Source: an optimization exercise on an open RTL-to-GDS flow (aim: a short achievable clock period and few clock cycles). Production flows keep margins and buffers that such runs may drop.
At most, simulation tests tie the RTL to the original design; equivalence was not proved.
Power is estimated from default activity; no workload was simulated.

run 1:
Design cpu_top, start of the top module:
module cpu_top #(
	parameter logic [31:0] RESET_PC = 32'h0000_0000
) (
	input logic clk,
	input logic rst_n,
	output logic halted,
	output logic psel,
	output logic penable,
	output logic pwrite,
	output logic [31:0] paddr,
	output logic [31:0] pwdata,
	input logic [31:0] prdata,
	input logic pready
);
	logic fetch_ok;
	logic [31:0] fetch_addr;
	logic fetch_start;
	logic data_ok;
	logic data_write;
	logic [31:0] data_addr;
	logic [31:0] data_wdata;
	logic [2:0] data_rd;
	logic data_start;
	logic rq_valid;
	logic rq_fetch;
	logic [2:0] rq_rd;
	logic [31:0] rq_data;
	logic bus_free;
	logic ir_valid;
	logic [2:0] ir_rd, ir_ra, ir_rb;
	logic [15:0] ir_imm;
	logic [10:0] ir_dec;
	logic issue;
	logic [2:0] rd_a_idx, rd_b_idx;
	logic [31:0] rd_a_data, rd_b_data;
	logic wb_we;
	logic [2:0] wb_rd;
	logic [31:0] wb_data;
	logic halt_done;
	fetch_decode #(
		.RESET_PC(RESET_PC)
	) i_fetch_decode (
		.clk(clk),
		.rst_n(rst_n),
		.fetch_ok(fetch_ok),
		.fetch_addr(fetch_addr),
		.fetch_start(fetch_start),
		.fw_valid(rq_valid && rq_fetch),
		.fw_data(rq_data),
		.ir_valid(ir_valid),
		.ir_rd(ir_rd),
		.ir_ra(ir_ra),
		.ir_rb(ir_rb),
		.ir_imm(ir_imm),
		.ir_dec(ir_dec),
		.issue(issue)
	);
	execute_unit i_execute_unit (
		.clk(clk),
		.rst_n(rst_n),
		.ir_valid(ir_valid),
		.ir_rd(ir_rd),
		.ir_ra(ir_ra),
		.ir_rb(ir_rb),
		.ir_imm(ir_imm),
		.ir_dec(ir_dec),
		.issue(issue),
		.rd_a_idx(rd_a_idx),
		.rd_b_idx(rd_b_idx),
		.rd_a_data(rd_a_data),
		.rd_b_data(rd_b_data),
		.wb_we(wb_we),
		.wb_rd(wb_rd),
		.wb_data(wb_data),
		.ld_valid(rq_valid && !rq_fetch),
		.ld_rd(rq_rd),
		.data_ok(data_ok),
		.data_write(data_write),
		.data_addr(data_addr),
		.data_wdata(data_wdata),
		.data_rd(data_rd),
		.data_start(data_start),
		.halt_done(halt_done)
	);
	reg_result i_reg_result (
		.clk(clk),
		.rst_n(rst_n),
		.rd_a_idx(rd_a_idx),
		.rd_b_idx(rd_b_idx),
		.rd_a_data(rd_a_data),
		.rd_b_data(rd_b_data),
		.ex_we(wb_we),
		.ex_rd(wb_rd),
		.ex_data(wb_data),
		.ld_we(rq_valid && !rq_fetch),
		.ld_rd(rq_rd),
		.ld_data(rq_data)
	);
	mem_bus_guard i_mem_bus_guard (
		.clk(clk),
		.rst_n(rst_n),
		.fetch_ok(fetch_ok),
		.fetch_addr(fetch_addr),
		.fetch_start(fetch_start),
		.data_ok(data_ok),
		.data_write(data_write),
  ...
Settings: LEC_CHECK=0, ABC_CLOCK_PERIOD_IN_PS=2500, CAP_MARGIN=20, CORE_MARGIN=2, CORE_UTILIZATION=40, SETUP_SLACK_MARGIN=4.5, SLEW_MARGIN=20; clock period 7.0 ns.
run.sh (not shown) runs the stock make flow with config.mk's settings and CLKGATE_MAP_FILE= SYNTH_SCRIPT=/design/flow/synth_recipe.tcl, a recipe that flattens the netlist after the stock synthesis.
### run 1 -> run 2
Settings: SETUP_SLACK_MARGIN: 4.5 -> 4.8; CORE_UTILIZATION: 40 -> 30; ABC_CLOCK_PERIOD_IN_PS: 2500 -> 2000.
Results
- Going from run 1 to run 2, total CTS buffers shrank by a few percent.
- Re final area: run 2 and run 1 aren't equal, and the higher value belongs to run 2.
- On total leakage power: run 2 sits above run 1.
- Non-clock buffer instance count of the final layout in run 2 is 29% above run 1.
- [run 2 vs run 1] critical path data required time: higher in run 2
- Comparing run 2 and run 1, the higher met1 usage is on run 1.
Function was not checked in any run of this note: the RTL went through the layout flow alone.

Another version of the RTL of cpu_top (not shown whole).
Size: ~3900 cells after synthesis, about 100 I/O pins.
clock: 7.0 ns
lec_check: 0
abc_clock_period_in_ps: 1500
cap_margin: 20
core_margin: 2
core_utilization: 70
setup_slack_margin: 4.7
slew_margin: 20
The first run completed with no timing, DRC or antenna violations.
Testbench counts at the start, summed over its fixed seeds: cycles 128,659.
Change:
CORE_UTILIZATION = 65   (was 70)
Result:
- power goes down slightly
- first-iteration DRC count goes down by a little under a tenth
- combinational power goes down by a few percent

Setup of raven:
Another version of the RTL of cpu_top (not shown whole).
For scale: about 3,100 cells after synthesis, roughly 1,200 flip-flops, roughly 0.047 mm2 of cells after synthesis.
Settings: LEC_CHECK=0, ABC_CLOCK_PERIOD_IN_PS=1500, CAP_MARGIN=20, CORE_MARGIN=2, CORE_UTILIZATION=55, SETUP_SLACK_MARGIN=4.6, SLEW_MARGIN=20; clock period 7.0 ns.
raven reached the final stage; the timing, DRC and antenna checks on its layout passed.
For lagoon, these inputs were changed with respect to raven:
Settings: CORE_UTILIZATION: 55 -> 40.
[summary]
Going from raven to lagoon, the tap cell count was found to have gone up by 390. The higher synthesis-to-finish area growth of lagoon and raven is in lagoon. Per the comparison of lagoon with raven, overall die area rose 37%; period utilization rose 0.19 points; switching part of the total power rose 0.27 points; effective utilization at floorplan fell 15 points. Status: total leakage power parity (lagoon, raven). In the flow results for lagoon and raven, the sequential share of layout area is larger on raven. For the worst hold slack, lagoon came in 0.021 ns higher than raven did. The run with more setup slack is raven; lagoon has less. Taking raven as the reference point, the part of the power in combinational logic of lagoon falls by 0.4 points. Top routing layer in use: met4 -> lagoon, met5 -> raven.
No functional check of the RTL was part of any run of this note.

cpu_top, a different RTL version from the one above (not shown whole).
For scale: ~3,500 cells after synthesis, about 1,100 flip-flops, about 100 I/O pins.
make LEC_CHECK=0 ABC_CLOCK_PERIOD_IN_PS=1500 CAP_MARGIN=20 CORE_MARGIN=2 CORE_UTILIZATION=40 CTS_CLUSTER_DIAMETER=80 CTS_CLUSTER_SIZE=24 SETUP_SLACK_MARGIN=4.6 SLEW_MARGIN=20 finish   # period 7.0 ns
The starting point completed and failed the layout checks on antenna rules.
Testbench counts at the start, summed over its fixed seeds: cycles 129,700.
Change:
CORE_UTILIZATION = 65   (was 40)
CTS_CLUSTER_DIAMETER = default   (was 80)
CTS_CLUSTER_SIZE = default   (was 24)
SETUP_SLACK_MARGIN = 4.7   (was 4.6)
Effect: This time the run finished clean. Combinational power goes up by about 9%. Global-route usage grows by 14 points. Setup slack is better by 0.031 ns. Register-to-register slack degrades by 0.04 ns. Design area climbs by about 3.3%. Die area came out lower by about 40%.

Another version of the RTL of cpu_top (not shown whole).
Size in the first run: roughly 1100 flip-flops, about 100 I/O pins.
Settings: LEC_CHECK=0, ABC_CLOCK_PERIOD_IN_PS=1500, CAP_MARGIN=20, CORE_MARGIN=2, CORE_UTILIZATION=60, SETUP_SLACK_MARGIN=4.6, SLEW_MARGIN=20; clock period 7.0 ns.
The baseline produced a clean layout.
Testbench counts at the start, summed over its fixed seeds: cycles 128,479.
Edit:
CORE_UTILIZATION = 40   (was 60)
What happened: The new run finished clean. Synthesized area stays the same. Wire length hardly moves. Final cell count goes up by 11%. Synthesized cell count is unchanged. Power goes down by 0.98%. Via count goes down by 2.1%. Sequential power barely changes.

[what the ideal ports hide]
The flow's constraints put no driver on any port. The routed layouts listed below were extracted and timed again, unchanged, in two steps.
Step 1 sets driving cells, clkbuf_16 on the clock port and buf_2 on the other inputs (assumed; they add their load-dependent delay and slew).
Step 2 moves the port delays by t, midway between the first and last clock arrival at a register: inputs arrive t later, outputs are due t later. That takes back most of the time a late clock gives input paths.
Slacks: ideal ports / drivers / drivers and shift; pairs: ideal ports / drivers.
run | shift t [ns] | setup slack, ns | worst register clock-pin slew, ns
run 1 | 0.727 | 3.991 / 3.991 / 3.739 | 0.06 / 0.06
run 2 | 0.736 | 3.971 / 3.971 / 3.854 | 0.07 / 0.07
the first run of note 2 | 0.738 | 4.468 / 4.399 / 4.003 | 0.07 / 0.07
the second run of note 2 | 0.740 | 4.445 / 4.373 / 4.014 | 0.07 / 0.07
raven | 0.752 | 4.301 / 4.236 / 3.860 | 0.07 / 0.07
lagoon | 0.776 | 4.288 / 4.217 / 3.892 | 0.07 / 0.07
the first run of note 4 | 0.756 | 4.441 / 4.370 / 4.020 | 0.10 / 0.10
the second run of note 4 | 0.726 | 4.472 / 4.409 / 3.982 | 0.07 / 0.07
the first run of note 5 | 0.755 | 4.352 / 4.379 / 3.626 | 0.07 / 0.07
the second run of note 5 | 0.772 | 4.385 / 4.312 / 3.768 | 0.07 / 0.07
The setup slack of the first run of note 5, which loses most, moves by +0.027 ns with the drivers and by -0.726 ns with both steps.
